This design comes from an exercise in tuning for small area, a short achievable clock period and few clock cycles per item on the open sky130 flow, not from production work. RTL that was checked went through simulation tests only; none was proved equivalent to the original. The RTL of run 2 was laid out without a check of its function. Power figures rest on the tool's default switching activity, not on a simulated workload.

[flow/constraint.sdc]
create_clock -name core_clock -period 6.0 [get_ports {clk}]
set_input_delay 1.2000 -clock core_clock [delete_from_list [all_inputs] [get_ports {clk}]]
set_output_delay 1.2000 -clock core_clock [all_outputs]
set_load 0.01 [all_outputs]
[flow/run.sh]
#!/bin/bash
# synth_recipe.tcl (not shown) runs the flow's synth.tcl, then flattens the netlist and writes it again
# the make line also repeats each setting of config.mk as NAME=value (left out here)
make -C /OpenROAD-flow-scripts/flow DESIGN_CONFIG=/design/flow/config.mk WORK_HOME=/design/flow/orfs CLKGATE_MAP_FILE= SYNTH_SCRIPT=/design/flow/synth_recipe.tcl finish
[flow/design.v]
package slet_pkg;
  localparam int FIELD_W = 32;
  localparam int SMALL_W = 7;
  typedef enum logic [1:0] {
    FN_INSERT   = 2'd0,
    FN_LOCATE   = 2'd1,
    FN_READ     = 2'd2,
    FN_SET_LINK = 2'd3
  } func_t;
  typedef enum logic [2:0] {
    ST_OK        = 3'd0,
    ST_FULL      = 3'd1,
    ST_NOT_FOUND = 3'd2,
    ST_BAD_POS   = 3'd3,
    ST_BAD_LINK  = 3'd4
  } status_t;
  typedef struct packed {
    logic signed [FIELD_W-1:0] key;
    logic signed [FIELD_W-1:0] page;
    logic signed [FIELD_W-1:0] slot;
  } entry_t;
  typedef struct packed {
    logic gt;    
    logic ge;    
  } cell_flags_t;
endpackage
module slet_cell
(
  input  logic                                clk,
  input  logic                                valid,      
  input  logic                                wr_en,      
  input  slet_pkg::entry_t                    new_entry,
  input  logic signed [slet_pkg::FIELD_W-1:0] probe_key,
  input  logic                                cmp_le,     
  output logic                                below,      
  input  logic                                rank_wr,    
  input  logic [3:0]                          new_lo,
  input  logic [3:0]                          new_hi,
  input  logic                                rank_inc,   
  output logic [15:0]                         rank_dec,   
  output logic [3:0]                          rank_lo,    
  output logic [3:0]                          rank_hi,
  input  logic                                rd_sel,     
  output slet_pkg::entry_t                    rd_entry    
);
  slet_pkg::entry_t entry_r;
  logic [3:0]       lo_r, hi_r;
  assign below = valid && ((entry_r.key < probe_key) || (cmp_le && (entry_r.key == probe_key)));
  always_ff @(posedge clk) begin
    if (wr_en) entry_r <= new_entry;
  end
  always_ff @(posedge clk) begin
    if (rank_wr) begin
      lo_r <= new_lo;
      hi_r <= new_hi;
    end else if (rank_inc) begin
      lo_r <= {lo_r[2:0], lo_r[3]};
      if (lo_r[3]) hi_r <= {hi_r[2:0], hi_r[3]};
    end
  end
  for (genvar p = 0; p < 16; p++) begin : g_dec
    assign rank_dec[p] = hi_r[p / 4] && lo_r[p % 4];
  end
  assign rank_lo  = lo_r;
  assign rank_hi  = hi_r;
  assign rd_entry = rd_sel ? entry_r : '0;
endmodule
module sorted_leaf_entry_table
#(
  parameter int CAPACITY = 16
) (
  input  logic                      clk,
  input  logic                      rst_n,
  input  logic                      in_valid,
  output logic                      in_ready,
  input  logic [1:0]                in_func,
  input  logic signed [slet_pkg::FIELD_W-1:0] in_key,
  input  logic signed [slet_pkg::FIELD_W-1:0] in_rec_page,
  input  logic signed [slet_pkg::FIELD_W-1:0] in_rec_slot,
  input  logic [slet_pkg::SMALL_W-1:0]        in_position,
  input  logic signed [slet_pkg::FIELD_W-1:0] in_link_in,
  output logic                      out_valid,
  input  logic                      out_ready,
  output logic [2:0]                out_status,
  output logic [slet_pkg::SMALL_W-1:0]        out_found_position,
  output logic signed [slet_pkg::FIELD_W-1:0] out_key_out,
  output logic signed [slet_pkg::FIELD_W-1:0] out_page_out,
  output logic signed [slet_pkg::FIELD_W-1:0] out_slot_out,
  output logic [slet_pkg::SMALL_W-1:0]        out_entry_count,
  output logic signed [slet_pkg::FIELD_W-1:0] out_link_out
);
  localparam int CW = $clog2(CAPACITY + 1);
  localparam int EW = 3 * slet_pkg::FIELD_W;
  logic adv;       
  logic accept;
  logic [CW-1:0]                       count_r;    
  logic [CAPACITY-1:0]                 vmask_r;    
  logic signed [slet_pkg::FIELD_W-1:0] link_r;     
  logic                                r2_v;
  logic [1:0]                          r2_func;
  logic                                r2_ins;       
  logic                                r2_bad;       
  logic [CAPACITY-1:0]                 r2_below;
  logic [CAPACITY-1:0]                 r2_sel;       
  logic                                out_v;
  slet_pkg::status_t                   status_r;
  logic [CW-1:0]                       found_r;
  logic [EW-1:0]                       rd_r;
  logic [CW-1:0]                       ocount_r;
  logic signed [slet_pkg::FIELD_W-1:0] olink_r;
  assign adv      = !out_v || out_ready;
  assign in_ready = adv;
  assign accept   = in_valid && adv;
  logic                         full, is_ins0, ins0, rd_ok0, link_bad0;
  logic [CAPACITY-1:0]          wsel;      
  logic [CAPACITY-1:0]          below;
  slet_pkg::entry_t             new_entry;
  assign full      = vmask_r[CAPACITY-1];
  assign is_ins0   = (in_func == slet_pkg::FN_INSERT);
  assign ins0      = is_ins0 && !full;
  assign rd_ok0    = (in_position != '0) && (in_position <= slet_pkg::SMALL_W'(count_r));
  assign link_bad0 = in_link_in[slet_pkg::FIELD_W-1] && !(&in_link_in[slet_pkg::FIELD_W-2:0]);
  assign wsel      = vmask_r ^ {vmask_r[CAPACITY-2:0], 1'b1};
  assign new_entry.key  = in_key;
  assign new_entry.page = in_rec_page;
  assign new_entry.slot = in_rec_slot;
  logic [CAPACITY-1:0][3:0]     rank_lo, rank_hi;   
  logic                         pend;         
  logic [CAPACITY-1:0]          moves;        
  logic [CAPACITY-1:0]          old_hit;      
  logic [CAPACITY-1:0]          sel0;
  logic [3:0]                   q_lo, q_hi, qm1_lo, qm1_hi;   
  logic [CAPACITY-1:0]          top;          
  assign pend   = r2_v && r2_ins;
  assign top    = vmask_r ^ {1'b0, vmask_r[CAPACITY-1:1]};
  assign moves  = {CAPACITY{pend}} & vmask_r & ~top & ~r2_below;
  logic [3:0] p_lo, p_hi;
  assign p_lo   = 4'b0001 << in_position[1:0];
  assign p_hi   = 4'b0001 << in_position[3:2];
  assign q_lo   = {p_lo[0], p_lo[3:1]};
  assign q_hi   = p_lo[0] ? {p_hi[0], p_hi[3:1]} : p_hi;
  assign qm1_lo = {p_lo[1:0], p_lo[3:2]};
  assign qm1_hi = (in_position[slet_pkg::SMALL_W-1:1] == '0) ? 4'b0000 :
                  (p_lo[0] || p_lo[1]) ? {p_hi[0], p_hi[3:1]} : p_hi;
  for (genvar i = 0; i < CAPACITY; i++) begin : g_hit
    assign old_hit[i] = vmask_r[i] && !(pend && top[i]) &&
                        (moves[i] ? (|(rank_lo[i] & qm1_lo)) && (|(rank_hi[i] & qm1_hi))
                                  : (|(rank_lo[i] & q_lo))   && (|(rank_hi[i] & q_hi)));
  end
  assign sel0 = {CAPACITY{(in_func == slet_pkg::FN_READ) && rd_ok0}} &
                (old_hit | ({CAPACITY{pend && !(|old_hit)}} & top));
  logic [CAPACITY-1:0][CAPACITY-1:0] rank_dec;    
  logic [CAPACITY-1:0][EW-1:0]       rd_part;
  logic [EW-1:0]                     rd_any;
  logic [CAPACITY-1:0]               pos_below;   
  logic [CAPACITY-1:0]               edge_p;      
  logic [CW-1:0]                     found_nxt;
  logic [3:0]                        nb_lo, nb_hi;    
  logic                              ins2, none_above;
  assign ins2 = adv && pend;
  for (genvar i = 0; i < CAPACITY; i++) begin : g_cell
    slet_cell u_cell (
      .clk       (clk),
      .valid     (vmask_r[i]),
      .wr_en     (wsel[i]),
      .new_entry (new_entry),
      .probe_key (in_key),
      .cmp_le    (is_ins0),
      .below     (below[i]),
      .rank_wr   (ins2 && top[i]),
      .new_lo    (nb_lo),
      .new_hi    (nb_hi),
      .rank_inc  (adv && moves[i]),
      .rank_dec  (rank_dec[i]),
      .rank_lo   (rank_lo[i]),
      .rank_hi   (rank_hi[i]),
      .rd_sel    (r2_sel[i]),
      .rd_entry  (rd_part[i])
    );
  end
  always_comb begin
    pos_below = '0;
    for (int p = 0; p < CAPACITY; p++)
      for (int i = 0; i < CAPACITY; i++)
        pos_below[p] = pos_below[p] | (r2_below[i] && rank_dec[i][p]);
  end
  assign edge_p = pos_below & ~{1'b0, pos_below[CAPACITY-1:1]};
  always_comb begin
    nb_lo = {3'b000, !pos_below[0]};
    nb_hi = {3'b000, !pos_below[3]};
    for (int p = 0; p < CAPACITY - 1; p++) begin
      if (edge_p[p]) nb_lo[(p + 1) % 4] = 1'b1;
      if (edge_p[p] && p >= 3) nb_hi[(p + 1) / 4] = 1'b1;
    end
  end
  always_comb begin
    found_nxt = pos_below[0] ? '0 : CW'(1);
    for (int p = 0; p < CAPACITY - 1; p++)
      if (edge_p[p]) found_nxt = found_nxt | CW'(p + 2);
  end
  assign none_above = &(r2_below | ~vmask_r);
  always_comb begin
    rd_any = '0;
    for (int i = 0; i < CAPACITY; i++) rd_any = rd_any | rd_part[i];
  end
  always_ff @(posedge clk) begin
    if (!rst_n) begin
      r2_v    <= 1'b0;
      out_v   <= 1'b0;
      count_r <= '0;
      vmask_r <= '0;
      link_r  <= -32'sd1;
    end else if (adv) begin
      r2_v  <= in_valid;
      out_v <= r2_v;
      if (in_valid && ins0) begin
        count_r <= count_r + CW'(1);
        vmask_r <= {vmask_r[CAPACITY-2:0], 1'b1};
      end
      if (in_valid && in_func == slet_pkg::FN_SET_LINK && !link_bad0) link_r <= in_link_in;
    end
  end
  always_ff @(posedge clk) begin
    if (adv) begin
      r2_func    <= in_func;
      r2_ins     <= ins0;
      r2_below   <= below;
      r2_sel     <= sel0;
      case (in_func)
        slet_pkg::FN_INSERT: r2_bad <= full;
        slet_pkg::FN_READ:   r2_bad <= !rd_ok0;
        default:             r2_bad <= link_bad0;
      endcase
      ocount_r <= count_r;
      olink_r  <= link_r;
      found_r  <= (r2_func == slet_pkg::FN_LOCATE && !none_above) ? found_nxt : '0;
      rd_r     <= rd_any;
      case (r2_func)
        slet_pkg::FN_INSERT: status_r <= r2_bad ? slet_pkg::ST_FULL : slet_pkg::ST_OK;
        slet_pkg::FN_LOCATE: status_r <= none_above ? slet_pkg::ST_NOT_FOUND : slet_pkg::ST_OK;
        slet_pkg::FN_READ:   status_r <= r2_bad ? slet_pkg::ST_BAD_POS : slet_pkg::ST_OK;
        default:             status_r <= r2_bad ? slet_pkg::ST_BAD_LINK : slet_pkg::ST_OK;
      endcase
    end
  end
  assign out_valid          = out_v;
  assign out_status         = status_r;
  assign out_found_position = slet_pkg::SMALL_W'(found_r);
  assign {out_key_out, out_page_out, out_slot_out} = rd_r;
  assign out_entry_count    = slet_pkg::SMALL_W'(ocount_r);
  assign out_link_out       = olink_r;
endmodule
[flow/config.mk]
export PLATFORM = sky130hd
export DESIGN_NAME = sorted_leaf_entry_table
export DESIGN_NICKNAME = sorted_leaf_entry_table
export VERILOG_FILES = /design/flow/design.v
export SDC_FILE = /design/flow/constraint.sdc
export NUM_CORES = 4
export LEC_CHECK = 0
export CAP_MARGIN = 20
export CORE_MARGIN = 2
export CORE_UTILIZATION = 45
export CTS_BUF_LIST = sky130_fd_sc_hd__clkbuf_8 sky130_fd_sc_hd__clkbuf_16
export CTS_CLUSTER_DIAMETER = 60
export CTS_CLUSTER_SIZE = 30
export PLACE_DENSITY = 0.55
export SETUP_SLACK_MARGIN = 3.0
export SLEW_MARGIN = 20
==> impl_metrics.ini, run 1 <==
[placed_design]
portBuffers = 283
place_inst = 8143
gp_congestion = 1.000
dp_hpwl_um = 193700

[clocking]
postCtsHoldBufs = 0
clk_path_buf_depth = 3
cts_max_level = 4
cts_buffers = 142
clock_insertion_delay_worst_skew_ns = 0.84
cts_tree = built
cts_sinks = 1896
root_buffer = clkbuf_16
clk_pin_slew_ns = 0.08

[worst_setup_path]
cp_common_cell = buf_4
cp.arrival_ns = 3.67
end_kind = flip-flop
cp_slowest_cell = o21ai_0
path_max_fanout = 3
critPathKind = in2reg
cp-start-kind = input pin
critical_path_required_ns = 6.55
path_cells = clkdlybuf4s15_1, buf_8, clkinvlp_4, buf_4, buf_4, ha_1, nand4_1, buf_4, o31ai_1, a21oi_1, o21ai_0, nand2_1, o21ai_1, a41oi_2
max_stage_delay_ns = 0.38

[timing]
tightest_slew_ns = 1.249
fin_skew_ns = 0.04755
fin_crit_sh_pct = 51.96
fmax_mhz = 320.8
rsz0062_at_grt = true
hold_viol = 0
setup-tns-final_ns = 0
hold_slack_ns = 0.4270
fin_crit_ns = 3.117
max-slew-margin-rel_pct = 16.76
slew_violations = 0
finalSetupViolCount = 0

[run]
max_cap_viol_count = 0

[pwr]
peakVddDrop_v = 0.0002067
powerDensity_nw_per_um2 = 286.2
leakagePower_nw = 33.85

[route]
dr.pass1.iters = 6
routed_wl_um = 326500
vias = 58000
ant_nets = 0
avgViaCountPerCell = 6.689
drtIter0Drc = 7294
drt-wirelength-per-cell_um = 37.65
drc = 0

[cells_and_area]
syn2layout_area_growth_pct = 18.38
final_common_cell = edfxtp_1
mostFrequentLayoutCells = edfxtp_1, ha_1, a221oi_1
finalNetCount = 6724
final_cells = 8671
postLayoutCoreUtil_pct = 53.46
drive_gt1_share_pct = 17.03

[floorplan]
ios = 288
die_area_um2 = 189100
die_x_um = 434.9
core_um2 = 185000
row_count = 158
die_h_um = 434.9
start_util_pct = 45.16

[min_path]
hold_class = reg2reg

[yosys]
async_flop_share_pct = 0
syn_area_per_cell_um2 = 15.10
synth_area_leader_cell = edfxtp_1
synth_edf_count = 1841
synth_cells = 5534
ys_ff_latch = 1896
synth-main-ff-cell = edfxtp_1
synth.area.top_cells = edfxtp_1, ha_1, a221oi_1
post-synth-top-area-fraction_pct = 66.16
ys_warn_count = 2
ys_seq_area_share_pct = 67.48
ys_types = 82
netlist_area_um2 = 83560

[global_routing]
globalRouteTotalUtil_pct = 33.75
grt_max_degree = 97
grt_pass1_vias = 56480
grt_pass1_wl_um = 451100
grt.overflow.total = 0
antenna_found_initial = 22

[outcome]
status = complete, no violations
==> critical path: cells and delay by family <==
kind	cells	cell delay, ns
compound gates	5	0.96
fa+ha+maj	1	0.30
buf+inv	6	0.93
simple gates	2	0.28
==> cells by family (layout without fill, tap and decap cells) <==
family / count (synthesis) / count (layout) / share of synthesized area [%]
simple gates: 1123 / 1123 / 7.035
mux: 134 / 134 / 2.168
compound gates: 1449 / 1450 / 13.42
xor+xnor: 20 / 20 / 0.2096
other cells: 1 / 11 / 0.004488
fa+ha+maj: 518 / 518 / 7.757
flops: 1896 / 1896 / 67.48
buf+inv: 393 / 1039 / 1.924
==> power breakdown <==
group          leakage [nW]  internal, mW  switching [mW]
clock network          2.54          5.29            5.39
logic                  14.2          1.05            1.69
registers              17.1          14.7           0.140
==> state kept, by name (all words and copies together), names as in the netlist, 2 cells and up <==
| name | flops |
|---|---|
| count_r | 5 |
| found_r | 5 |
| g_cell.u_cell.entry_r | 1536 |
| g_cell.u_cell.hi_r | 64 |
| g_cell.u_cell.lo_r | 64 |
| link_r | 32 |
| ocount_r | 5 |
| olink_r | 32 |
| r2_below | 16 |
| r2_func | 2 |
| r2_sel | 16 |
| rd_r | 96 |
| status_r | 3 |
| vmask_r | 16 |
==> final cells by class <==
| class | count | area [um^2] |
|---|---|---|
| Inverter | 97 | 584.3 |
| Clock buffer | 148 | 3681 |
| Multi-Input combinational cell | 3249 | 26980 |
| Sequential cell | 1896 | 56390 |
| Timing Repair Buffer | 679 | 6620 |
| Tap cell | 2480 | 3103 |
| Fill cell | 15300 | 86120 |
| Antenna cell | 7 | 17.52 |
| Clock inverter | 115 | 1546 |
==> stage by stage <==
stage	cell area, um^2	total power, mW	setup slack (ns)
final	98910	28.31	2.883
after CTS	97790	28.23	2.883
after global placement	89700	17.52	0.1678
after detailed placement	89710	17.52	0.1874
after floorplan	83670	16.19	0.4977
after global routing	98910	29.05	2.883
==> final timing paths <==
path,cells past startpoint,slack [ns],start,end
worst max register to register,8,3.02,r2_below[5]$_DFFE_PN_,g_cell[0].u_cell.lo_r[3]$_DFFE_PP_
worst min register to register,0,0.43,link_r[10]$_SDFFE_PN1P_,olink_r[10]$_DFFE_PN_
worst min-delay path,0,0.43,link_r[10]$_SDFFE_PN1P_,olink_r[10]$_DFFE_PN_
worst max-delay path,14,2.88,in_key[28],r2_below[9]$_DFFE_PN_
==> per-layer routing <==
metal / GRT usage, % / wire length (um) / up-vias
li1: - / - / 24020
met1: 44.25 / 127400 / 29840
met2: 54.36 / 152600 / 3321
met3: 5.373 / 26490 / 805
met4: 17.41 / 19870 / 16
met5: 0 / 106 / -
==> Yosys cell counts (all sizes together), types with 37 or more instances <==
master / number
nand3: 294
mux2i: 37
a221oi: 391
nor2: 182
clkbuf: 197
buf: 99
mux2: 66
ha: 518
nor2b: 46
o21ai: 103
a21oi: 208
edfxtp: 1841
nand2: 157
inv: 97
a21o: 149
a22o: 385
nand4: 271
o21a: 40
nor3: 47
dfxtp: 55
==> timing repair <==
action / CTS / global route
setup endpoints to repair: 400 / 167
gates resized for setup: 463 / 157
gates cloned: 5 / 1
pin swaps: 80 / 83
hold endpoints to repair: 0 / 0
setup buffers: 199 / 53
Testbench counts, summed over its fixed seeds: cycles 5,248, items 5,120.
==> run 2, diff against run 1 <==
--- a/flow/design.v
+++ b/flow/design.v
@@ -45,9 +45,15 @@
 );
   slet_pkg::entry_t entry_r;
   logic [3:0]       lo_r, hi_r;
-  assign below = valid && ((entry_r.key < probe_key) || (cmp_le && (entry_r.key == probe_key)));
-  always_ff @(posedge clk) begin
-    if (wr_en) entry_r <= new_entry;
+  logic [slet_pkg::FIELD_W:0] diff;
+  assign diff  = {1'b0, entry_r.key} + {1'b0, probe_key[slet_pkg::FIELD_W-1], ~probe_key[slet_pkg::FIELD_W-2:0]}
+               + (slet_pkg::FIELD_W+1)'(!cmp_le);
+  assign below = valid && !diff[slet_pkg::FIELD_W];
+  always_ff @(posedge clk) begin
+    if (wr_en) begin
+      entry_r      <= new_entry;
+      entry_r.key  <= {~new_entry.key[slet_pkg::FIELD_W-1], new_entry.key[slet_pkg::FIELD_W-2:0]};
+    end
   end
   always_ff @(posedge clk) begin
     if (rank_wr) begin
@@ -63,7 +69,8 @@
   end
   assign rank_lo  = lo_r;
   assign rank_hi  = hi_r;
-  assign rd_entry = rd_sel ? entry_r : '0;
+  assign rd_entry = rd_sel ? {~entry_r.key[slet_pkg::FIELD_W-1], entry_r.key[slet_pkg::FIELD_W-2:0],
+                              entry_r.page, entry_r.slot} : '0;
 endmodule
 module sorted_leaf_entry_table
 #(
==> run 2 against run 1 <==
  * Highest routed layer unchanged
  * Largest cell class unchanged
  * Critical path depth shrank 7
  * Worst setup slack lost 0.0091 ns
  * Total power shrank 1.8%
==> impl_metrics.ini, run 2 <==
[route]
drtIter0Drc = 7024
drc = 0
dr.pass1.iters = 10
vias = 56420
drt-wirelength-per-cell_um = 36.45
avgViaCountPerCell = 6.609
ant_nets = 0
routed_wl_um = 311200

[floorplan]
die_area_um2 = 188000
row_count = 157
die_x_um = 433.6
die_h_um = 433.6
core_um2 = 183300
ios = 288
start_util_pct = 45.31

[timing]
setup-tns-final_ns = 0
max-slew-margin-rel_pct = 26.41
finalSetupViolCount = 0
hold_viol = 0
tightest_slew_ns = 1.104
timing.final.ws_setup_ns = 2.874
fin_skew_ns = 0.04830
rsz0062_at_grt = true
slew_violations = 0
fmax_mhz = 319.8
fin_crit_sh_pct = 52.11
hold_slack_ns = 0.3924
fin_crit_ns = 3.126

[global_routing]
antenna_found_initial = 32
grt.overflow.total = 0
grt_max_degree = 97
grt_pass1_vias = 54610
globalRouteTotalUtil_pct = 32.60
grt_pass1_wl_um = 429400

[placed_design]
dp_hpwl_um = 180800
placed_cell_area_um2 = 88950
pre_cts_ws_ns = 0.3671
portBuffers = 283
gp_congestion = 0.9705
place_inst = 8010

[worst_setup_path]
r2r_cells = 7
cp.arrival_ns = 3.68
cp-start-kind = flip-flop
rrSetupSlack_ns = 2.87
critical_path_required_ns = 6.55
critPathKind = reg2reg
path_max_fanout = 8
end_kind = flip-flop

[yosys]
synth_cells = 5444
syn_area_per_cell_um2 = 15.25
synth-main-ff-cell = edfxtp_1
yosysMostFrequentCell = edfxtp_1
netlist_area_um2 = 83040
async_flop_share_pct = 0
ys_seq_area_share_pct = 67.90
ys_ff_latch = 1896
ys_types = 76
post-synth-top-area-fraction_pct = 66.58
ys_warn_count = 2
synth_edf_count = 1841
synth_area_leader_cell = edfxtp_1
synth.area.top_cells = edfxtp_1, ha_1, a221oi_1
ys_top_cells_by_count = edfxtp_1, ha_1, a221oi_1, a22o_1, nand3_1

[cells_and_area]
mostFrequentLayoutCells = edfxtp_1, ha_1, a221oi_1
syn2layout_area_growth_pct = 18.39
biggestRegsByFlops = g_cell.u_cell.entry_r (1536), rd_r (96)
postLayoutCoreUtil_pct = 53.64
largest_reg_flops = 1536
final_common_cell = edfxtp_1
finalNetCount = 6611
fin_area_um2 = 98310
drive_gt1_share_pct = 17.42
regMostFlops = g_cell.u_cell.entry_r
final_cells = 8537

[pwr]
powerDensity_nw_per_um2 = 282.7
leakagePower_nw = 33.49
power_mw = 27.79
peakVddDrop_v = 0.0002565

[clocking]
clock_insertion_delay_worst_skew_ns = 0.84
cts_sinks = 1896
root_buffer = clkbuf_16
postCtsHoldBufs = 0
cts_buffers = 142
cts_max_level = 4
clk_pin_slew_ns = 0.08
cts_tree = built
clk_path_buf_depth = 3

[min_path]
hold_class = reg2reg
hold_depth = 0

[outcome]
status = complete, no violations

[run]
max_cap_viol_count = 0
[run 2: changes by cell type after synthesis, sizes merged, moves of 16 or more]
cell,delta
nand3,-50
clkbuf,+38
buf,-33
nand4,-31
nor2,-23
o21a,-23
nand2,+22
o21ai,+17
a21o,-16
[run 2: kinds of logic (layout without fill, tap and decap cells)]
family	Yosys count	count (layout)	synth area share, %
DFF	1896	1896	67.90
AOI/OAI and AO/OA	1469	1470	13.69
and+or+nand+nor	990	993	6.081
adders and majority gates	518	518	7.805
buffers and inverters	398	1015	1.902
muxes	152	153	2.406
xor gates and xnor gates	20	20	0.2110
other	1	8	0.004516
[run 2: worst paths after layout]
path                                              start                                 end
worst max-delay path              r2_below[2]$_DFFE_PN_  g_cell[3].u_cell.hi_r[2]$_DFFE_PP_
worst min-delay path            link_r[31]$_SDFFE_PN1P_               olink_r[31]$_DFFE_PN_
worst max register to register    r2_below[2]$_DFFE_PN_  g_cell[3].u_cell.hi_r[2]$_DFFE_PP_
worst min register to register  link_r[31]$_SDFFE_PN1P_               olink_r[31]$_DFFE_PN_
[run 2: what timing repair did]
action / in CTS / in global routing
gates cloned: 10 / 1
endpoints found under the setup margin: 419 / 261
pin swaps: 85 / 89
setup buffers: 211 / 40
gates resized for setup: 468 / 167
[run 2: layer usage]
| layer | part of all wire (%) | global-route usage [%] | wire (um) |
|---|---|---|---|
| met2 | 46 | 52.20 | 144400 |
| met3 | 8.8 | 6.114 | 27420 |
| met4 | 4.0 | 11.48 | 12330 |
| met5 | 0.033 | 0 | 103 |
| met1 | 41 | 44.56 | 127000 |
[run 2: where the power goes]
| part | leakage (nW) | total (mW) | internal [mW] | switching (mW) |
|---|---|---|---|---|
| Combinational | 14.0 | 2.62 | 1.01 | 1.62 |
| Clock | 2.44 | 10.3 | 4.91 | 5.39 |
| Sequential | 17.1 | 14.9 | 14.7 | 0.119 |
| Total | 33.5 | 27.8 | 20.7 | 7.13 |
[run 2: cell type report]
cell class                      instances  area [um^2]
Antenna cell                            4        10.01
Clock buffer                          147         3667
Clock inverter                        114         1319
Fill cell                           15040        84970
Inverter                               97        651.9
Multi-Input combinational cell       3158        26760
Sequential cell                      1896        56380
Tap cell                             2464         3083
Timing Repair Buffer                  657         6435
[run 2: worst max-delay path, stage by stage, from the launching register on]
cell and delay, ns:
edfxtp_1 0.53, buf_12 0.20, nand3_1 0.13, nand4_1 0.26
or4_4 0.59, nor2b_4 0.17, or4_4 0.65, mux2_4 0.31
==> run 3, diff against run 2 <==
--- a/flow/design.v
+++ b/flow/design.v
@@ -30,7 +30,7 @@
   input  logic                                valid,      
   input  logic                                wr_en,      
   input  slet_pkg::entry_t                    new_entry,
-  input  logic signed [slet_pkg::FIELD_W-1:0] probe_key,
+  input  logic [15:0][3:0]                    pdig,       
   input  logic                                cmp_le,     
   output logic                                below,      
   input  logic                                rank_wr,    
@@ -45,10 +45,32 @@
 );
   slet_pkg::entry_t entry_r;
   logic [3:0]       lo_r, hi_r;
-  logic [slet_pkg::FIELD_W:0] diff;
-  assign diff  = {1'b0, entry_r.key} + {1'b0, probe_key[slet_pkg::FIELD_W-1], ~probe_key[slet_pkg::FIELD_W-2:0]}
-               + (slet_pkg::FIELD_W+1)'(!cmp_le);
-  assign below = valid && !diff[slet_pkg::FIELD_W];
+  logic [15:0] gd, ed;
+  always_comb begin
+    for (int d = 0; d < 16; d++) begin
+      logic k1, k0;
+      k1 = entry_r.key[2*d+1];
+      k0 = entry_r.key[2*d];
+      gd[d] = (pdig[d][0] & (k1 | k0)) | (pdig[d][1] & k1) | (pdig[d][2] & k1 & k0);
+      ed[d] = (pdig[d][0] & !k1 & !k0) | (pdig[d][1] & !k1 & k0) |
+              (pdig[d][2] & k1 & !k0)  | (pdig[d][3] & k1 & k0);
+    end
+  end
+  function automatic logic [1:0] ge_merge(input logic [1:0] hi, input logic [1:0] lo);
+    ge_merge = {hi[1] | (hi[0] & lo[1]), hi[0] & lo[0]};
+  endfunction
+  function automatic logic [1:0] ge_tree8(input logic [7:0] g, input logic [7:0] e);
+    logic [3:0][1:0] l1;
+    logic [1:0][1:0] l2;
+    for (int i = 0; i < 4; i++) l1[i] = ge_merge({g[2*i+1], e[2*i+1]}, {g[2*i], e[2*i]});
+    for (int i = 0; i < 2; i++) l2[i] = ge_merge(l1[2*i+1], l1[2*i]);
+    ge_tree8 = ge_merge(l2[1], l2[0]);
+  endfunction
+  logic [1:0] hi8, lo8, all16;
+  assign hi8   = ge_tree8(gd[15:8], ed[15:8]);
+  assign lo8   = ge_tree8(gd[7:0], ed[7:0]);
+  assign all16 = ge_merge(hi8, lo8);
+  assign below = valid && !(all16[1] || (all16[0] && !cmp_le));
   always_ff @(posedge clk) begin
     if (wr_en) begin
       entry_r      <= new_entry;
@@ -129,6 +151,12 @@
   assign link_bad0 = in_link_in[slet_pkg::FIELD_W-1] && !(&in_link_in[slet_pkg::FIELD_W-2:0]);
   assign wsel      = vmask_r ^ {vmask_r[CAPACITY-2:0], 1'b1};
   assign new_entry.key  = in_key;
+  logic [15:0][3:0] pdig;
+  logic [slet_pkg::FIELD_W-1:0] probe_u;
+  assign probe_u = {~in_key[slet_pkg::FIELD_W-1], in_key[slet_pkg::FIELD_W-2:0]};
+  for (genvar d = 0; d < 16; d++) begin : g_pdig
+    assign pdig[d] = 4'b0001 << probe_u[2*d +: 2];
+  end
   assign new_entry.page = in_rec_page;
   assign new_entry.slot = in_rec_slot;
   logic [CAPACITY-1:0][3:0]     rank_lo, rank_hi;   
@@ -171,7 +199,7 @@
       .valid     (vmask_r[i]),
       .wr_en     (wsel[i]),
       .new_entry (new_entry),
-      .probe_key (in_key),
+      .pdig      (pdig),
       .cmp_le    (is_ins0),
       .below     (below[i]),
       .rank_wr   (ins2 && top[i]),
==> run 3 against run 2 <==
  * Register-to-register slack got worse by 0.02 ns
  * Sequential share of layout area rose by 1.2 points
  * Wire length rose by 4.2%
  * Critical path depth rose by 2
  * Global-route usage rose by 1.4 points
  * Critical endpoint is now g_cell[2].u_cell.lo_r[2]$_DFFE_PP_
  * Via count rose by 4.7%
  * Sequential cell count did not move
  * Cell count rose by 1.2%
==> impl_metrics.ini, run 3 <==
[yosys]
syn_area_per_cell_um2 = 14.23
ys_types = 91
async_flop_share_pct = 0
synth_edf_count = 1841
synth_cells = 5787
ys_ff_latch = 1896
synth.area.top_cells = edfxtp_1, a221oi_1, a22o_1
netlist_area_um2 = 82340
ys_warn_count = 2
post-synth-top-area-fraction_pct = 67.14
ys_top_cells_by_count = edfxtp_1, a221oi_1, a22o_1, nand3_1, nand2_1
synth-main-ff-cell = edfxtp_1
ys_seq_area_share_pct = 68.48
yosysMostFrequentCell = edfxtp_1
synth_area_leader_cell = edfxtp_1

[route]
routed_wl_um = 324200
drtIter0Drc = 8302
ant_nets = 0
dr.pass1.iters = 8
vias = 59090
avgViaCountPerCell = 6.837
drc = 0
drt-wirelength-per-cell_um = 37.51

[worst_setup_path]
rrSetupSlack_ns = 2.86
path_buf_inv = 3
critPathKind = reg2reg
critical_path.startpoint = r2_below[13]$_DFFE_PN_
critical_path_required_ns = 6.58
r2r_cells = 9
critPathTopFamily = simple AND/OR/NAND/NOR gates
r2r_start = r2_below[13]$_DFFE_PN_
path_max_fanout = 19
max_stage_delay_ns = 0.61
cp.arrival_ns = 3.72
path_cells = buf_6, nand3_1, nand4_1, nor4_4, buf_4, nor2b_2, or4_4, buf_12, mux2_2
endpoint = g_cell[2].u_cell.lo_r[2]$_DFFE_PP_
crit_cells = 9
rr_endpoint = g_cell[2].u_cell.lo_r[2]$_DFFE_PP_
end_kind = flip-flop
cp_slowest_cell = or4_4
cp-start-kind = flip-flop

[floorplan]
core_um2 = 182500
start_util_pct = 45.12
ios = 288
row_count = 157
die_area_um2 = 186400
die_x_um = 431.8
die_h_um = 431.8

[pwr]
leakagePower_nw = 30.73
peakVddDrop_v = 0.0003045
powerDensity_nw_per_um2 = 291.1

[timing]
fin_crit_sh_pct = 52.36
slew_violations = 0
tightest_slew_ns = 1.203
rsz0062_at_grt = true
max-slew-margin-rel_pct = 19.22
finalSetupViolCount = 0
fin_crit_ns = 3.142
fin_skew_ns = 0.04276
hold_viol = 0
setup-tns-final_ns = 0
fmax_mhz = 318.3

[clocking]
clock_insertion_delay_worst_skew_ns = 0.85
cts_max_level = 4
clk_path_buf_depth = 3
cts_tree = built
cts_sinks = 1896
cts_buffers = 144
root_buffer = clkbuf_16
clk_pin_slew_ns = 0.09
postCtsHoldBufs = 0

[placed_design]
portBuffers = 283
place_inst = 8201
gp_congestion = 1.005
dp_hpwl_um = 186700

[global_routing]
globalRouteTotalUtil_pct = 34.02
grt_max_degree = 97
grt_pass1_wl_um = 447900
grt_pass1_vias = 56400
grt.overflow.total = 0
antenna_found_initial = 26

[cells_and_area]
syn2layout_area_growth_pct = 16.94
mostFrequentLayoutCells = edfxtp_1, a221oi_1, a22o_1
largest_reg_flops = 1536
finalNetCount = 6272
biggestRegsByFlops = g_cell.u_cell.entry_r (1536), rd_r (96)
fillers = 15070
drive_gt1_share_pct = 15.57
final_common_cell = edfxtp_1
regMostFlops = g_cell.u_cell.entry_r
final_cells = 8643

[run]
max_cap_viol_count = 0

[min_path]
hold_class = reg2reg

[outcome]
status = complete, no violations
-- run 3: cell types whose count changed after synthesis, moves of 40 or more --
cell | previous run | this run
xnor2_1 | 19 | 167
nand2_1 | 178 | 274
nand3_1 | 244 | 316
inv_1 | 96 | 160
maj3_1 | 0 | 113
ha_1 | 518 | 6
nand2b_1 | 11 | 61
nor2b_1 | 37 | 77
a21o_1 | 133 | 21
xor2_1 | 1 | 97
-- run 3: routing by layer --
metal  vias to the layer above  share of wire (%)  track usage [%]  wire (um)
met4                        22                6.1            16.80      19920
met1                     30330                 39            45.44     125000
met5                         -              0.043                0        141
met2                      3764                 46            53.48     148900
met3                       882                9.3            6.427      30270
li1                      24090                  -                -          -
-- run 3: cells by family (layout without fill, tap and decap cells) --
group / after synthesis / after routing / synth area share, %
other: 1 / 18 / 0.004554
buffers and inverters: 571 / 1021 / 2.807
muxes: 131 / 132 / 2.184
and+or+nand+nor: 1272 / 1274 / 7.886
xor gates and xnor gates: 264 / 264 / 2.808
DFF: 1896 / 1896 / 68.48
AOI/OAI and AO/OA: 1529 / 1530 / 14.32
adders and majority gates: 123 / 123 / 1.520
-- run 3: worst min-delay path by stage --
stage	to	slack [ns]	cells past startpoint	startpoint
final	olink_r[17]$_DFFE_PN_	0.43	0	link_r[17]$_SDFFE_PN1P_
after global routing	olink_r[23]$_DFFE_PN_	0.43	0	link_r[23]$_SDFFE_PN1P_
after CTS	olink_r[17]$_DFFE_PN_	0.43	0	link_r[17]$_SDFFE_PN1P_
after detailed placement	olink_r[17]$_DFFE_PN_	0.41	0	link_r[17]$_SDFFE_PN1P_
after global placement	olink_r[25]$_DFFE_PN_	0.41	0	link_r[25]$_SDFFE_PN1P_
after floorplan	olink_r[0]$_DFFE_PN_	0.41	0	link_r[0]$_SDFFE_PN1P_
-- run 3: what timing repair did --
action                                  in CTS  in global routing
setup buffers                               85                 56
endpoints found under the setup margin     457                240
cloned                                      16                  6
gates resized for setup                    332                157
pin swaps                                   43                 57
-- run 3: report_power, final --
group | switching (mW) | internal, mW | leakage, nW
clock | 5.37 | 5.16 | 2.49
sequential | 0.126 | 14.8 | 17.1
combinational | 1.64 | 0.977 | 11.1
total | 7.14 | 20.9 | 30.7
-- run 3: final cells by class --
type | instances | area, um^2 | area share (%)
well taps | 2385 | 2984 | 3.099
flip-flops and latches | 1896 | 56390 | 58.56
inverters | 171 | 918.4 | 0.9537
clock inverters | 114 | 1358 | 1.410
clock buffers | 151 | 3756 | 3.901
multi-input cells | 3327 | 24870 | 25.83
repair inverters | 4 | 53.80 | 0.05587
repair buffers | 581 | 5928 | 6.156
diodes | 14 | 35.03 | 0.03638
-- run 3: through the flow --
step                hold slack [ns]  worst slack, ns  cell area, um^2  utilization [%]  power, mW
finish                       0.4319            2.858            96290            52.77      28.03
global route                 0.4344            2.905            96280            52.76      28.72
CTS                          0.4293            2.796            95210            52.17      28.00
detailed placement           0.4138            1.015            88110            48.28      17.45
global placement             0.4096            1.033            88110            48.28      17.45
floorplan                    0.4081            2.610            82970                -      16.24
Testbench counts of run 3, summed over its fixed seeds: cycles 5,248, items 5,120.
==> run 4, diff against run 3 <==
--- a/flow/config.mk
+++ b/flow/config.mk
@@ -7,10 +7,10 @@
 export LEC_CHECK = 0
 export CAP_MARGIN = 20
 export CORE_MARGIN = 2
-export CORE_UTILIZATION = 45
+export CORE_UTILIZATION = 55
 export CTS_BUF_LIST = sky130_fd_sc_hd__clkbuf_8 sky130_fd_sc_hd__clkbuf_16
 export CTS_CLUSTER_DIAMETER = 60
 export CTS_CLUSTER_SIZE = 30
-export PLACE_DENSITY = 0.55
+export PLACE_DENSITY = 0.65
 export SETUP_SLACK_MARGIN = 3.0
 export SLEW_MARGIN = 20
==> run 4 against run 3 <==
  * Cell area is 1.5% lower
  * Highest routed layer unchanged
  * Sequential cell count unchanged
  * Non-clock buffer count is 30 lower
  * Core utilization increased by 11 points
  * Global-route usage increased by 5.4 points
  * Worst hold slack better by 0.0018 ns
  * Worst setup slack got worse by 0.020 ns
==> impl_metrics.ini, run 4 <==
[yosys]
yosysMostFrequentCell = edfxtp_1
async_flop_share_pct = 0
synth_cells = 5787
ys_top_cells_by_count = edfxtp_1, a221oi_1, a22o_1, nand3_1, nand2_1
ys_types = 91
synth_edf_count = 1841
ys_seq_area_share_pct = 68.48
netlist_area_um2 = 82340
post-synth-top-area-fraction_pct = 67.14
synth-main-ff-cell = edfxtp_1
ys_warn_count = 2
synth.area.top_cells = edfxtp_1, a221oi_1, a22o_1
synth_area_leader_cell = edfxtp_1
syn_area_per_cell_um2 = 14.23
ys_ff_latch = 1896

[floorplan]
row_count = 141
ios = 288
start_util_pct = 55.56
die_area_um2 = 152800
die_x_um = 390.9
die_h_um = 390.9
core_um2 = 148200

[timing]
rsz0062_at_grt = true
tightest_slew_ns = 1.196
fin_skew_ns = 0.06181
fin_crit_ns = 3.162
setup-tns-final_ns = 0
finalSetupViolCount = 0
fmax_mhz = 316.2
timing.final.ws_setup_ns = 2.838
fin_crit_sh_pct = 52.70
hold_viol = 0
slew_violations = 0
max-slew-margin-rel_pct = 19.83

[pwr]
power_mw = 27.25
leakagePower_nw = 30.32
powerDensity_nw_per_um2 = 287.3
peakVddDrop_v = 0.0003430

[cells_and_area]
final_cells = 8135
mostFrequentLayoutCells = edfxtp_1, a221oi_1, a22o_1
largest_reg_flops = 1536
final_common_cell = edfxtp_1
syn2layout_area_growth_pct = 15.22
drive_gt1_share_pct = 14.60
biggestRegsByFlops = g_cell.u_cell.entry_r (1536), rd_r (96)
finalNetCount = 6235
postLayoutCoreUtil_pct = 64.02
regMostFlops = g_cell.u_cell.entry_r

[global_routing]
antenna_found_initial = 21
grt.overflow.total = 0
grt_pass1_wl_um = 425500
globalRouteTotalUtil_pct = 39.47
grt_pass1_vias = 55790
grt_max_degree = 97

[placed_design]
portBuffers = 283
pre_cts_ws_ns = 0.9866
place_inst = 7737
gp_congestion = 1.067
dp_hpwl_um = 178600

[clocking]
cts_buffers = 134
cts_sinks = 1896
cts_max_level = 4
clk_path_buf_depth = 3
clock_insertion_delay_worst_skew_ns = 0.82
postCtsHoldBufs = 0
root_buffer = clkbuf_16
cts_tree = built
clk_pin_slew_ns = 0.08

[route]
avgViaCountPerCell = 7.316
drtIter0Drc = 9907
dr.pass1.iters = 9
vias = 59520
drc = 0
drt-wirelength-per-cell_um = 37.75
routed_wl_um = 307100
ant_nets = 0

[outcome]
status = complete, no violations

[worst_setup_path]
cp-start-kind = flip-flop
critical_path_required_ns = 6.53
cp.arrival_ns = 3.69
critPathKind = reg2reg
end_kind = flip-flop
path_max_fanout = 10

[run]
max_cap_viol_count = 0

[min_path]
hold_class = reg2reg
==> run 4: cell counts after synthesis <==
Identical to the previous run, type by type.
==> run 4: final timing paths <==
path | from | endpoint | slack [ns] | cells past startpoint
worst max register to register | r2_below[10]$_DFFE_PN_ | g_cell[6].u_cell.hi_r[2]$_DFFE_PP_ | 2.84 | 9
worst max-delay path | r2_below[10]$_DFFE_PN_ | g_cell[6].u_cell.hi_r[2]$_DFFE_PP_ | 2.84 | 9
worst min register to register | link_r[6]$_SDFFE_PN1P_ | olink_r[6]$_DFFE_PN_ | 0.43 | 0
worst min-delay path | link_r[6]$_SDFFE_PN1P_ | olink_r[6]$_DFFE_PN_ | 0.43 | 0
==> run 4: where the power goes <==
group          internal [mW]  leakage [nW]  switching, mW
sequential              14.8          17.1          0.123
combinational          0.950          11.0           1.67
clock                   4.60          2.26           5.15
total                   20.3          30.3           6.95
==> run 4: cells by family after synthesis <==
group / Yosys count / synth area share, %
compound gates: 1529 / 14.32
xor+xnor: 264 / 2.808
fa+ha+maj: 123 / 1.520
buf+inv: 571 / 2.807
flops: 1896 / 68.48
mux: 131 / 2.184
other cells: 1 / 0.004554
simple gates: 1272 / 7.886
==> run 4: stage by stage <==
step	hold slack [ns]	instance area, um^2
3_3_place_gp	0.4107	87460
2_1_floorplan	0.4081	82970
5_1_grt	0.4445	94860
6_report	0.4337	94870
4_1_cts	0.4352	93910
3_5_place_dp	0.4146	87470
==> run 4: final cells by class <==
class	instances	area, um^2
flip-flops and latches	1896	56390
fillers	10960	53320
multi-input cells	3329	24710
repair buffers	551	5763
clock buffers	141	3506
well taps	1930	2415
clock inverters	104	1162
inverters	171	849.6
repair inverters	5	58.81
diodes	8	20.02
==> run 4: routing by layer <==
layer | part of all wire, % | track usage, % | vias up
met3 | 12 | 9.027 | 876
met4 | 5.7 | 19.20 | 16
met5 | 0.032 | 0 | -
met2 | 45 | 59.45 | 4605
li1 | - | - | 23990
met1 | 38 | 54.44 | 30030
==> run 4: worst max-delay path, cell delays in order, from the launching register on <==
cell	delay [ns]
edfxtp_1	0.36
buf_4	0.19
buf_12	0.15
nand3_1	0.07
nand4_1	0.48
nor4_4	0.32
buf_4	0.20
nor2b_4	0.07
or4_4	0.70
mux2_2	0.33
==> run 4: what timing repair did <==
action,4_1_cts,5_1_grt
setup endpoints to repair,484,347
gates resized for setup,294,154
gates cloned,15,6
setup buffers,78,44
pin swaps,29,35
==> run 5, diff against run 4 <==
--- a/flow/design.v
+++ b/flow/design.v
@@ -141,7 +141,7 @@
   assign in_ready = adv;
   assign accept   = in_valid && adv;
   logic                         full, is_ins0, ins0, rd_ok0, link_bad0;
-  logic [CAPACITY-1:0]          wsel;      
+  logic [CAPACITY-1:0]          wsel_r;    
   logic [CAPACITY-1:0]          below;
   slet_pkg::entry_t             new_entry;
   assign full      = vmask_r[CAPACITY-1];
@@ -149,7 +149,6 @@
   assign ins0      = is_ins0 && !full;
   assign rd_ok0    = (in_position != '0) && (in_position <= slet_pkg::SMALL_W'(count_r));
   assign link_bad0 = in_link_in[slet_pkg::FIELD_W-1] && !(&in_link_in[slet_pkg::FIELD_W-2:0]);
-  assign wsel      = vmask_r ^ {vmask_r[CAPACITY-2:0], 1'b1};
   assign new_entry.key  = in_key;
   logic [15:0][3:0] pdig;
   logic [slet_pkg::FIELD_W-1:0] probe_u;
@@ -197,7 +196,7 @@
     slet_cell u_cell (
       .clk       (clk),
       .valid     (vmask_r[i]),
-      .wr_en     (wsel[i]),
+      .wr_en     (wsel_r[i]),
       .new_entry (new_entry),
       .pdig      (pdig),
       .cmp_le    (is_ins0),
@@ -244,6 +243,7 @@
       out_v   <= 1'b0;
       count_r <= '0;
       vmask_r <= '0;
+      wsel_r  <= CAPACITY'(1);
       link_r  <= -32'sd1;
     end else if (adv) begin
       r2_v  <= in_valid;
@@ -251,6 +251,7 @@
       if (in_valid && ins0) begin
         count_r <= count_r + CW'(1);
         vmask_r <= {vmask_r[CAPACITY-2:0], 1'b1};
+        wsel_r  <= {wsel_r[CAPACITY-2:0], 1'b0};
       end
       if (in_valid && in_func == slet_pkg::FN_SET_LINK && !link_bad0) link_r <= in_link_in;
     end
--- a/flow/config.mk
+++ b/flow/config.mk
@@ -7,10 +7,10 @@
 export LEC_CHECK = 0
 export CAP_MARGIN = 20
 export CORE_MARGIN = 2
-export CORE_UTILIZATION = 55
+export CORE_UTILIZATION = 45
 export CTS_BUF_LIST = sky130_fd_sc_hd__clkbuf_8 sky130_fd_sc_hd__clkbuf_16
 export CTS_CLUSTER_DIAMETER = 60
 export CTS_CLUSTER_SIZE = 30
-export PLACE_DENSITY = 0.65
+export PLACE_DENSITY = 0.55
 export SETUP_SLACK_MARGIN = 3.0
 export SLEW_MARGIN = 20
==> run 5 against run 4 <==
  * Total power grew 3.6%
  * Combinational power shrank 3%
  * Sequential cell count grew 16
  * Worst setup slack lost 0.069 ns
  * Non-clock buffer count grew 44
  * Sequential share of layout area shrank 1.1 points
  * Critical path type is now in2reg
  * Largest power group unchanged
  * Highest routed layer unchanged
==> impl_metrics.ini, run 5 <==
[outcome]
status = complete, no violations

[route]
dr.pass1.iters = 8
vias = 59260
routed_wl_um = 318100
avgViaCountPerCell = 6.742
drt-wirelength-per-cell_um = 36.19
drtIter0Drc = 8331
ant_nets = 0
drc = 0

[yosys]
async_flop_share_pct = 0
synth_cells = 5856
syn_area_per_cell_um2 = 14.19
yosysMostFrequentCell = edfxtp_1
synth-main-ff-cell = edfxtp_1
post-synth-top-area-fraction_pct = 66.53
synth_edf_count = 1841
ys_seq_area_share_pct = 68.24
synth.area.top_cells = edfxtp_1, a221oi_1, a22o_1
ys_warn_count = 2
ys_top_cells_by_count = edfxtp_1, a221oi_1, a22o_1, clkbuf_1, nand3_1
synth_area_leader_cell = edfxtp_1
ys_ff_latch = 1912
netlist_area_um2 = 83100
ys_types = 85

[clocking]
root_buffer = clkbuf_16
cts_sinks = 1912
cts_max_level = 4
cts_buffers = 147
clk_pin_slew_ns = 0.08
postCtsHoldBufs = 0
cts_tree = built
clk_path_buf_depth = 3
clock_insertion_delay_worst_skew_ns = 0.86

[timing]
slew_violations = 0
rsz0062_at_grt = true
fin_crit_sh_pct = 53.84
fin_crit_ns = 3.231
timing.final.ws_setup_ns = 2.769
hold_viol = 0
max-slew-margin-rel_pct = 20.74
finalSetupViolCount = 0
fin_skew_ns = 0.05649
hold_slack_ns = 0.4345
fmax_mhz = 309.5
tightest_slew_ns = 1.189
setup-tns-final_ns = 0

[cells_and_area]
seq_area_um2 = 56760
finalNetCount = 6335
largest_reg_flops = 1536
fillers = 15170
regMostFlops = g_cell.u_cell.entry_r
final_common_cell = edfxtp_1
syn2layout_area_growth_pct = 17.19
fin_area_um2 = 97390
drive_gt1_share_pct = 15.97
biggestRegsByFlops = g_cell.u_cell.entry_r (1536), rd_r (96)
multi_input_area_um2 = 25490
mostFrequentLayoutCells = edfxtp_1, a221oi_1, a22o_1
postLayoutCoreUtil_pct = 53.14
final_cells = 8789

[placed_design]
portBuffers = 283
place_inst = 8367
dp_hpwl_um = 189500
placed_cell_area_um2 = 89230
gp_congestion = 0.9450
pre_cts_ws_ns = 0.6211

[pwr]
p_switching_mw = 7.280
power_mw = 28.24
switching_share_pct = 25.78
pwr-share-comb_pct = 9.0
powerDensity_nw_per_um2 = 290.0
clkPwrFrac_pct = 37.9
p_seq_share_pct = 53.1
power.internal_mw = 20.96
peakVddDrop_v = 0.0002816
leakagePower_nw = 30.84

[global_routing]
grt_max_degree = 97
grt_pass1_wl_um = 439500
antenna_found_initial = 30
grt_pass1_vias = 56130
grt.overflow.total = 0
globalRouteTotalUtil_pct = 33.08

[floorplan]
die_area_um2 = 188100
die_h_um = 433.7
core_um2 = 183300
die_x_um = 433.7
start_util_pct = 45.34
ios = 288
row_count = 157

[worst_setup_path]
cp.arrival_ns = 3.89
path_max_fanout = 8
path_cells = buf_6, or3_4, a22o_4, a222oi_1, o22ai_2, nor4_2, nand3_2, or4b_4, o21ai_2
critPathKind = in2reg
max_stage_delay_ns = 0.70
cp_slowest_cell = or4b_4
rrSetupSlack_ns = 2.96
critical_path_required_ns = 6.66
cp-start-kind = input pin
end_kind = flip-flop

[run]
max_cap_viol_count = 0

[min_path]
hold_class = reg2reg
## run 5: final cells by class
class	instances	area share, %
antenna	14	0.03597
clock buffer	151	3.880
clock inverter	121	1.499
inverter	150	0.6373
multi-input combinational	3381	26.18
sequential	1912	58.29
tap	2464	3.166
timing repair buffer	595	6.307
timing repair inverter	1	0.007709
## run 5: path summary, 6_finish.rpt
path / start / endpoint / depth (start not counted)
worst max-delay path: in_position[5] / r2_sel[14]$_DFFE_PN_ / 9
worst min-delay path: link_r[30]$_SDFFE_PN1P_ / olink_r[30]$_DFFE_PN_ / 0
worst max register to register: g_cell[6].u_cell.entry_r[84]$_DFFE_PP_ / r2_below[6]$_DFFE_PN_ / 8
worst min register to register: link_r[30]$_SDFFE_PN1P_ / olink_r[30]$_DFFE_PN_ / 0
## run 5: per-layer routing
| metal | global-route usage, % | share of wire [%] | vias to the layer above |
|---|---|---|---|
| li1 | - | - | 24390 |
| met2 | 51.64 | 46 | 3452 |
| met4 | 13.53 | 4.4 | 14 |
| met1 | 46.14 | 41 | 30750 |
| met5 | 0 | 0.029 | - |
| met3 | 5.448 | 8.6 | 655 |
## run 5: power by group through the flow
stage          Clock, mW  Combinational (mW)  Sequential [mW]
3_3_place_gp           0                2.26             15.3
6_report            10.7                2.55             15.0
2_1_floorplan          0               0.988             15.3
5_1_grt             11.3                2.65             15.0
4_1_cts             10.9                2.44             15.0
3_5_place_dp           0                2.26             15.3
## run 5: worst max-delay path, delay by kind of cell
family          cells  cell delay [ns]
compound gates      4             1.02
buf+inv             1             0.09
simple gates        4             1.58
## run 5: cell families after synthesis
family,Yosys count,share of synthesized area [%]
adders and majority gates,118,1.439
buffers and inverters,569,2.662
and+or+nand+nor,1278,7.810
muxes,146,2.350
AOI/OAI and AO/OA,1567,14.71
xor gates and xnor gates,265,2.793
other,1,0.004513
DFF,1912,68.24
## run 5: what timing repair did
item | 4_1_cts | 5_1_grt
endpoints found under the setup margin | 350 | 155
hold endpoints to repair | 0 | 0
pin swaps | 47 | 58
resized for setup | 375 | 149
buffers inserted | 78 | 39
cloned | 13 | 6
Testbench counts of run 5, summed over its fixed seeds: cycles 5,248, items 5,120.

==> what the ideal ports hide <==
Ports are ideal in the flow. The routed layouts listed here were re-timed in OpenROAD. Step 1, drivers: a clkbuf_16 drives clk and a buf_2 each remaining input, both assumed. Step 2 times the ports against the registers' clock, not the clock port: input delays grow and output delays shrink by t, the midpoint of the rising clock arrivals with the driver on. Slacks: no drivers / after step 1 / after step 2; pairs: no drivers / after step 1.
run | shift t [ns] | setup WS [ns] | worst slew at a driven data input, ns
run 1 | 0.893 | 2.883 / 2.865 / 1.972 | 0.22
run 2 | 0.906 | 2.874 / 2.800 / 1.894 | 0.19
run 3 | 0.920 | 2.858 / 2.858 / 2.023 | 0.14
run 4 | 0.872 | 2.838 / 2.838 / 2.061 | 0.18
run 5 | 0.916 | 2.769 / 2.823 / 1.907 | 0.18
After both steps every run listed still meets setup and hold. For run 2, which loses most, drivers alone change the setup slack by -0.074 ns; drivers and shift together by -0.980 ns.
